What follows belongs to an exercise in optimizing a design on an open flow for small area; a production flow would make more cautious choices.
In this exercise RTL edits were held to simulation tests only and were not proved equivalent to the original.

==> flow/design.v <==
`timescale 1ns / 1ps
package lstg_pkg;
  localparam logic [63:0] BASE_RESET = 64'h0000_0000_B490_0000;
  localparam logic [15:0] LFSR_SEED  = 16'hACE1;
endpackage
`timescale 1ns / 1ps
`timescale 1ns / 1ps
`timescale 1ns / 1ps
`timescale 1ns / 1ps
module load_store_traffic_generator (
  input  logic        clk,
  input  logic        rst_n,
  input  logic        in_tvalid,
  output logic        in_tready,
  input  logic [7:0]  in_tdata,
  output logic        out_tvalid,
  input  logic        out_tready,
  output logic [71:0] out_tdata,
  input  logic        cfg_valid,
  output logic        cfg_ready,
  input  logic [2:0]  cfg_index,
  input  logic [63:0] cfg_data
);
  localparam logic [1:0] PH_IDLE = 2'd0, PH_RUN = 2'd1, PH_WAIT = 2'd2, PH_DONE = 2'd3;
  localparam logic [3:0] S_IDLE  = 4'd0;
  localparam logic [3:0] S_START = 4'd1;
  localparam logic [3:0] S_R1    = 4'd2;    
  localparam logic [3:0] S_R2    = 4'd3;    
  localparam logic [3:0] S_I1    = 4'd4;    
  localparam logic [3:0] S_I2    = 4'd5;    
  localparam logic [3:0] S_I3    = 4'd6;    
  localparam logic [3:0] S_I4    = 4'd7;    
  localparam logic [3:0] S_P     = 4'd9;     
  localparam logic [3:0] S_H0    = 4'd10;    
  localparam logic [3:0] S_H1    = 4'd11;    
  localparam logic [3:0] S_F0    = 4'd12;    
  localparam logic [3:0] S_F1    = 4'd13;
  localparam logic [3:0] S_F3    = 4'd15;
  logic [63:0] base_r;
  logic [2:0]  mode_r;
  logic [12:0] n_r;         
  logic        loads_r;
  logic [12:0] line_r;
  logic [12:0] n_wr;
  assign cfg_ready = 1'b1;
  always_comb begin
    if (cfg_data[12:0] == 13'd0)                 n_wr = 13'd1;
    else if (cfg_data[12] && |cfg_data[11:0])    n_wr = 13'd4096;
    else                                         n_wr = cfg_data[12:0];
  end
  logic [2:0]  mode_n;
  logic        loads_n;
  logic        base_dflt, line_dflt, n_dflt;
  logic        rst_p, we_base, we_n, we_line;
  assign rst_p   = !rst_n;
  assign we_base = cfg_valid && (cfg_index == 3'd0);
  assign we_n    = cfg_valid && (cfg_index == 3'd2);
  assign we_line = cfg_valid && (cfg_index == 3'd4);
  always_ff @(posedge clk) begin
    if (we_base) base_r <= cfg_data;
    if (we_n)    n_r    <= n_wr;
    if (we_line) line_r <= cfg_data[12:0];
    base_dflt <= rst_p || (base_dflt && !we_base);
    line_dflt <= rst_p || (line_dflt && !we_line);
    n_dflt    <= rst_p || (n_dflt && !we_n);
    if (rst_p || (cfg_valid && cfg_index == 3'd1)) mode_n  <= rst_n ? ~cfg_data[2:0]  : ~3'd2;
    if (rst_p || (cfg_valid && cfg_index == 3'd3)) loads_n <= rst_n ? ~cfg_data[0]    : 1'b0;
  end
  assign mode_r  = ~mode_n;
  assign loads_r = ~loads_n;
  logic m_next, m_seq, m_rand, m_wtr;
  assign m_next = (mode_r == 3'd1);
  assign m_seq  = (mode_r == 3'd2);
  assign m_rand = (mode_r == 3'd3);
  assign m_wtr  = (mode_r == 3'd4);
  logic [3:0]  ph;
  logic [3:0]  st, st_nxt;
  logic [1:0]  phase, phase_nxt;
  logic        held, held_nxt;
  logic        f, f_nxt;          
  assign held = iss[0];
  assign f    = wrc[0];
  logic        out_valid;
  logic        r_req, r_req_n, r_bad, r_rd, r_rd_nxt;
  logic        accept, acc_req, acc_bad;
  logic [15:0] iss, rcv, wrc;     
  logic [15:0] lfsr;              
  logic        lfsr_dflt, fbq;
  logic [63:0] addr_n;            
  logic [3:0]  j;                 
  logic        xj;                
  logic        c, lt, nd, ca, dly;
  logic [1:0] cmd;
  logic       port_acc, resp_wr;
  assign cmd      = in_tdata[1:0];
  assign port_acc = in_tdata[2];
  assign resp_wr  = in_tdata[3];
  logic lap_end, in_f, in_h, in_lo;
  assign lap_end = (ph == 4'd15);
  assign in_f    = (st[3:2] == 2'b11);
  assign in_h    = (st == S_H0) || (st == S_H1);
  assign in_lo   = in_f || in_h;
  logic n_bit, tot_bit;
  logic [15:0] n_ext;
  assign n_ext   = {3'b000, n_r};
  assign n_bit   = n_dflt ? (ph == 4'd4) : n_ext[ph];    
  assign tot_bit = m_wtr ? nd : n_bit;    
  logic a, b, cin, s, cx, cy, cmp_s, use_tot;
  always_comb begin
    case (st)
      S_R1, S_I3: a = wrc[0];
      S_R2:       a = rcv[0];
      default:    a = iss[0];
    endcase
  end
  assign b     = (st == S_P || in_h) ? ~n_bit : 1'b0;    
  assign cin   = (ph == 4'd0) ? 1'b1 : c;
  assign s     = a ^ b ^ cin;
  assign cmp_s   = (st == S_R1) || (st == S_R2) || (st == S_I4);
  assign use_tot = (st == S_R2) || (st == S_I1);
  assign cx    = cmp_s ? s : a;
  assign cy    = use_tot ? tot_bit : n_bit;
  logic [15:0] seed, seed_nx;
  logic        l_tap, l_nx;
  assign seed    = lstg_pkg::LFSR_SEED;
  assign seed_nx = {seed[0], seed[15:1]};
  assign l_tap   = lfsr_dflt ? seed[ph]    : lfsr[0];    
  assign l_nx    = lfsr_dflt ? seed_nx[ph] : lfsr[1];    
  logic idx_bit, take;
  always_comb begin
    if (m_next)      idx_bit = (ph == 4'd0);
    else if (m_seq)  idx_bit = iss[0];
    else if (m_wtr)  idx_bit = r_rd ? s : iss[0];
    else if (m_rand) idx_bit = l_tap;
    else             idx_bit = 1'b0;
  end
  assign take = (st == S_P || st == S_H1) && (ph == j);
  logic [15:0] line_ext;
  logic lbit, bb, op1, op2, sum, a0;
  assign line_ext = {3'b000, line_r};
  assign lbit = (st == S_H0) && (line_dflt ? (ph == 4'd6) : line_ext[ph]);    
  logic [63:0] base_rst;
  assign base_rst = lstg_pkg::BASE_RESET;
  assign bb   = base_dflt ? base_rst[{st[1:0], ph}] : base_r[{st[1:0], ph}];
  assign a0   = ~addr_n[0];
  logic first;
  assign first = (st == S_H0) ? (j == 4'd12) : (j == 4'd11);
  assign op1  = in_h ? (dly && !first && !(st == S_H0 && ph == 4'd0)) : (a0 && !st[1]);
  assign op2  = in_h ? (xj && lbit) : bb;
  assign sum  = op1 ^ op2 ^ ca;
  always_comb begin
    st_nxt    = st;
    phase_nxt = phase;
    held_nxt  = held;
    f_nxt     = f;
    r_rd_nxt  = r_rd;
    accept    = 1'b0;
    acc_req   = 1'b0;
    acc_bad   = 1'b0;
    if (lap_end) begin
      case (st)
        S_IDLE: begin
          if (in_tvalid && !out_valid) begin
            case (cmd)
              2'd0: begin
                if (phase == PH_IDLE || phase == PH_DONE) st_nxt = S_START;
                else accept = 1'b1;
              end
              2'd1: begin
                if (phase == PH_RUN) st_nxt = S_I1;
                else accept = 1'b1;
              end
              2'd2: begin
                if (phase == PH_IDLE) begin
                  accept  = 1'b1;
                  acc_bad = 1'b1;
                end else if (phase == PH_DONE) begin
                  accept = 1'b1;
                end else begin
                  st_nxt = resp_wr ? S_R1 : S_R2;
                end
              end
              default: accept = 1'b1;
            endcase
          end
        end
        S_START: begin
          phase_nxt = PH_RUN;
          held_nxt  = 1'b0;
          accept    = 1'b1;
          st_nxt    = S_IDLE;
        end
        S_R1: begin
          f_nxt  = !lt;
          st_nxt = S_R2;
        end
        S_R2: begin
          if (!lt) begin
            phase_nxt = PH_DONE;
            held_nxt  = 1'b0;
          end else if (phase == PH_WAIT && resp_wr && f) begin
            phase_nxt = PH_RUN;
          end
          accept = 1'b1;
          st_nxt = S_IDLE;
        end
        S_I1: begin
          if (lt) begin
            st_nxt = S_I2;
          end else begin
            accept = 1'b1;
            st_nxt = S_IDLE;
          end
        end
        S_I2: begin
          r_rd_nxt = m_wtr ? !lt : loads_r;
          st_nxt   = held ? S_I3 : S_P;
        end
        S_I3: begin
          f_nxt = lt;
          if (port_acc) begin
            st_nxt = S_I4;
          end else begin
            held_nxt = 1'b1;
            accept   = 1'b1;
            acc_req  = 1'b1;
            st_nxt   = S_IDLE;
          end
        end
        S_I4: begin
          if (m_wtr && !r_rd && !lt && f) phase_nxt = PH_WAIT;
          held_nxt = 1'b0;
          accept   = 1'b1;
          acc_req  = 1'b1;
          st_nxt   = S_IDLE;
        end
        S_P:     st_nxt = S_H0;
        S_H0:    st_nxt = S_H1;
        S_H1:    st_nxt = (j == 4'd15) ? S_F0 : S_H0;
        S_F3:    st_nxt = S_I3;
        default: st_nxt = in_f ? st + 4'd1 : S_IDLE;
      endcase
    end
  end
  assign in_tready = accept;
  logic clr, we_iss, we_rcv, we_wrc;
  assign clr    = (st == S_START);
  assign we_iss = (st == S_I4);
  assign we_rcv = (st == S_R2);
  assign we_wrc = (st == S_R1);
  logic l_step;
  assign l_step = m_rand && (st == S_F0);
  always_ff @(posedge clk) begin
    iss <= {lap_end ? held_nxt : clr ? 1'b0 : (we_iss ? s : iss[0]), iss[15:1]};
    rcv <= {clr ? 1'b0 : (we_rcv ? s : rcv[0]), rcv[15:1]};
    wrc <= {lap_end ? f_nxt : clr ? 1'b0 : (we_wrc ? s : wrc[0]), wrc[15:1]};
    c   <= (a & b) | (a & cin) | (b & cin);
    lt  <= (cx != cy) ? cy : ((ph == 4'd0) ? 1'b0 : lt);
    nd  <= n_bit;
    ca  <= in_lo & ((op1 & op2) | (op1 & ca) | (op2 & ca));
    dly <= a0;
    if (in_f) addr_n[63:32] <= {~sum, addr_n[63:33]};
    if (in_lo) addr_n[31:0] <= {in_f ? addr_n[32] : ~sum, addr_n[31:1]};
    if (take) xj <= idx_bit;
    lfsr <= {l_step ? (lap_end ? fbq : l_nx) : lfsr[0], lfsr[15:1]};
    fbq  <= (ph == 4'd0) ? l_tap : (fbq ^ (l_tap && (ph == 4'd2 || ph == 4'd3 || ph == 4'd5)));
    if (st == S_I2) j <= 4'd12;
    else if (st == S_H0 && lap_end) j <= j - 4'd1;
    r_rd <= r_rd_nxt;
    if (accept) begin
      r_req_n <= !acc_req;
      r_bad <= acc_bad;
    end
  end
  always_ff @(posedge clk) begin
    if (!rst_n) begin
      ph        <= 4'd0;
      st        <= S_IDLE;
      phase     <= PH_IDLE;
      out_valid <= 1'b0;
      lfsr_dflt <= 1'b1;
    end else begin
      ph        <= ph + 4'd1;
      st        <= st_nxt;
      phase     <= phase_nxt;
      out_valid <= accept ? 1'b1 : (out_tready ? 1'b0 : out_valid);
      if (l_step && lap_end) lfsr_dflt <= 1'b0;
    end
  end
  logic fin;
  assign r_req      = !r_req_n;
  assign fin        = (phase == PH_DONE);
  assign out_tvalid = out_valid;
  assign out_tdata  = {r_bad, fin, fin, fin, 2'b00, r_rd & r_req, ~(addr_n | {64{r_req_n}}), r_req};
endmodule
==> flow/config.mk <==
export PLATFORM = sky130hd
export DESIGN_NAME = load_store_traffic_generator
export DESIGN_NICKNAME = load_store_traffic_generator
export VERILOG_FILES = /design/flow/design.v
export SDC_FILE = /design/flow/constraint.sdc
export NUM_CORES = 4
export LEC_CHECK = 0
export CAP_MARGIN = 20
export CORE_MARGIN = 2
export CORE_UTILIZATION = 70
export PLACE_DENSITY = 0.8
export SLEW_MARGIN = 20
==> flow/constraint.sdc <==
create_clock -name core_clock -period 10.0 [get_ports {clk}]
set_input_delay 2.0000 -clock core_clock [delete_from_list [all_inputs] [get_ports {clk}]]
set_output_delay 2.0000 -clock core_clock [all_outputs]
set_load 0.01 [all_outputs]
standard.sh (not shown) runs the stock make flow with config.mk's settings and CLKGATE_MAP_FILE= SYNTH_SCRIPT=/design/flow/synth_recipe.tcl, a recipe that flattens the netlist after the stock synthesis.
==> flow/flow/run.sh <==
#!/bin/bash
# Standard layout, with the port buffers made of the smallest buffer cell and a lean clock tree.
set -euo pipefail
export BUFFER_PORTS_ARGS="-buffer_cell sky130_fd_sc_hd__buf_1"
export CTS_ARGS="-sink_clustering_enable -repair_clock_nets -buf_list sky130_fd_sc_hd__clkbuf_8 -sink_clustering_size 16 -sink_clustering_max_diameter 60 -dont_use_dummy_load"
bash standard.sh > standard_flow.log 2>&1
The baseline completed without violations.
Edit:
--- a/flow/design.v
+++ b/flow/design.v
@@ -177,7 +177,7 @@
                 end else if (phase == PH_DONE) begin
                   accept = 1'b1;
                 end else begin
-                  st_nxt = resp_wr ? S_R1 : S_R2;
+                  st_nxt = S_R1;
                 end
               end
               default: accept = 1'b1;
@@ -191,7 +191,7 @@
           st_nxt    = S_IDLE;
         end
         S_R1: begin
-          f_nxt  = !lt;
+          f_nxt  = !lt;    
           st_nxt = S_R2;
         end
         S_R2: begin
@@ -217,19 +217,12 @@
           st_nxt   = held ? S_I3 : S_P;
         end
         S_I3: begin
-          f_nxt = lt;
-          if (port_acc) begin
-            st_nxt = S_I4;
-          end else begin
-            held_nxt = 1'b1;
-            accept   = 1'b1;
-            acc_req  = 1'b1;
-            st_nxt   = S_IDLE;
-          end
+          f_nxt  = lt;
+          st_nxt = S_I4;
         end
         S_I4: begin
-          if (m_wtr && !r_rd && !lt && f) phase_nxt = PH_WAIT;
-          held_nxt = 1'b0;
+          if (port_acc && m_wtr && !r_rd && !lt && f) phase_nxt = PH_WAIT;
+          held_nxt = !port_acc;
           accept   = 1'b1;
           acc_req  = 1'b1;
           st_nxt   = S_IDLE;
@@ -245,9 +238,9 @@
   assign in_tready = accept;
   logic clr, we_iss, we_rcv, we_wrc;
   assign clr    = (st == S_START);
-  assign we_iss = (st == S_I4);
+  assign we_iss = (st == S_I4) && port_acc;
   assign we_rcv = (st == S_R2);
-  assign we_wrc = (st == S_R1);
+  assign we_wrc = (st == S_R1) && resp_wr;
   logic l_step;
   assign l_step = m_rand && (st == S_F0);
   always_ff @(posedge clk) begin
Result: Design area stays flat. Critical path depth went up by 1. Synthesized area went down slightly. Wire length went up by a few percent. Global-route usage went up by 0.46 points. Utilization went up by 0.17 points. Flip-flop and latch count is unchanged. Clock-buffer cell count stays the same. Maximum frequency went down by a few percent. Hold slack hardly moves.

[re-timing with driven ports]
In the flow no input, the clock included, has a driving cell. The finished layouts below were timed again as built, in two steps. Step 1 (the two cells are an assumption about what drives the block):
set clk [get_ports {clk}]
set_driving_cell -lib_cell sky130_fd_sc_hd__clkbuf_16 $clk
set_driving_cell -lib_cell sky130_fd_sc_hd__buf_2 [delete_from_list [all_inputs] $clk]
Step 2 times the ports against the registers' clock, not the clock port: input delays grow and output delays shrink by t, the midpoint of the rising clock arrivals with the driver on. Three values: ideal ports, drivers, drivers and shift; two values: the first two.
run | t, ns | slack for setup (ns) | hold WS [ns] | clock arrival spread, ns | pins driven straight from the clock port
the first run | 0.540 | 4.764 / 4.742 / 4.742 | 0.325 / 0.325 / 0.325 | 0.025 / 0.025 | 1
the second run | 0.531 | 4.550 / 4.514 / 4.514 | 0.327 / 0.327 / 0.327 | 0.030 / 0.030 | 1
After both steps every run listed still meets setup and hold. For the second run, which loses most, drivers alone change the setup slack by -0.036 ns; drivers and shift together by -0.036 ns.
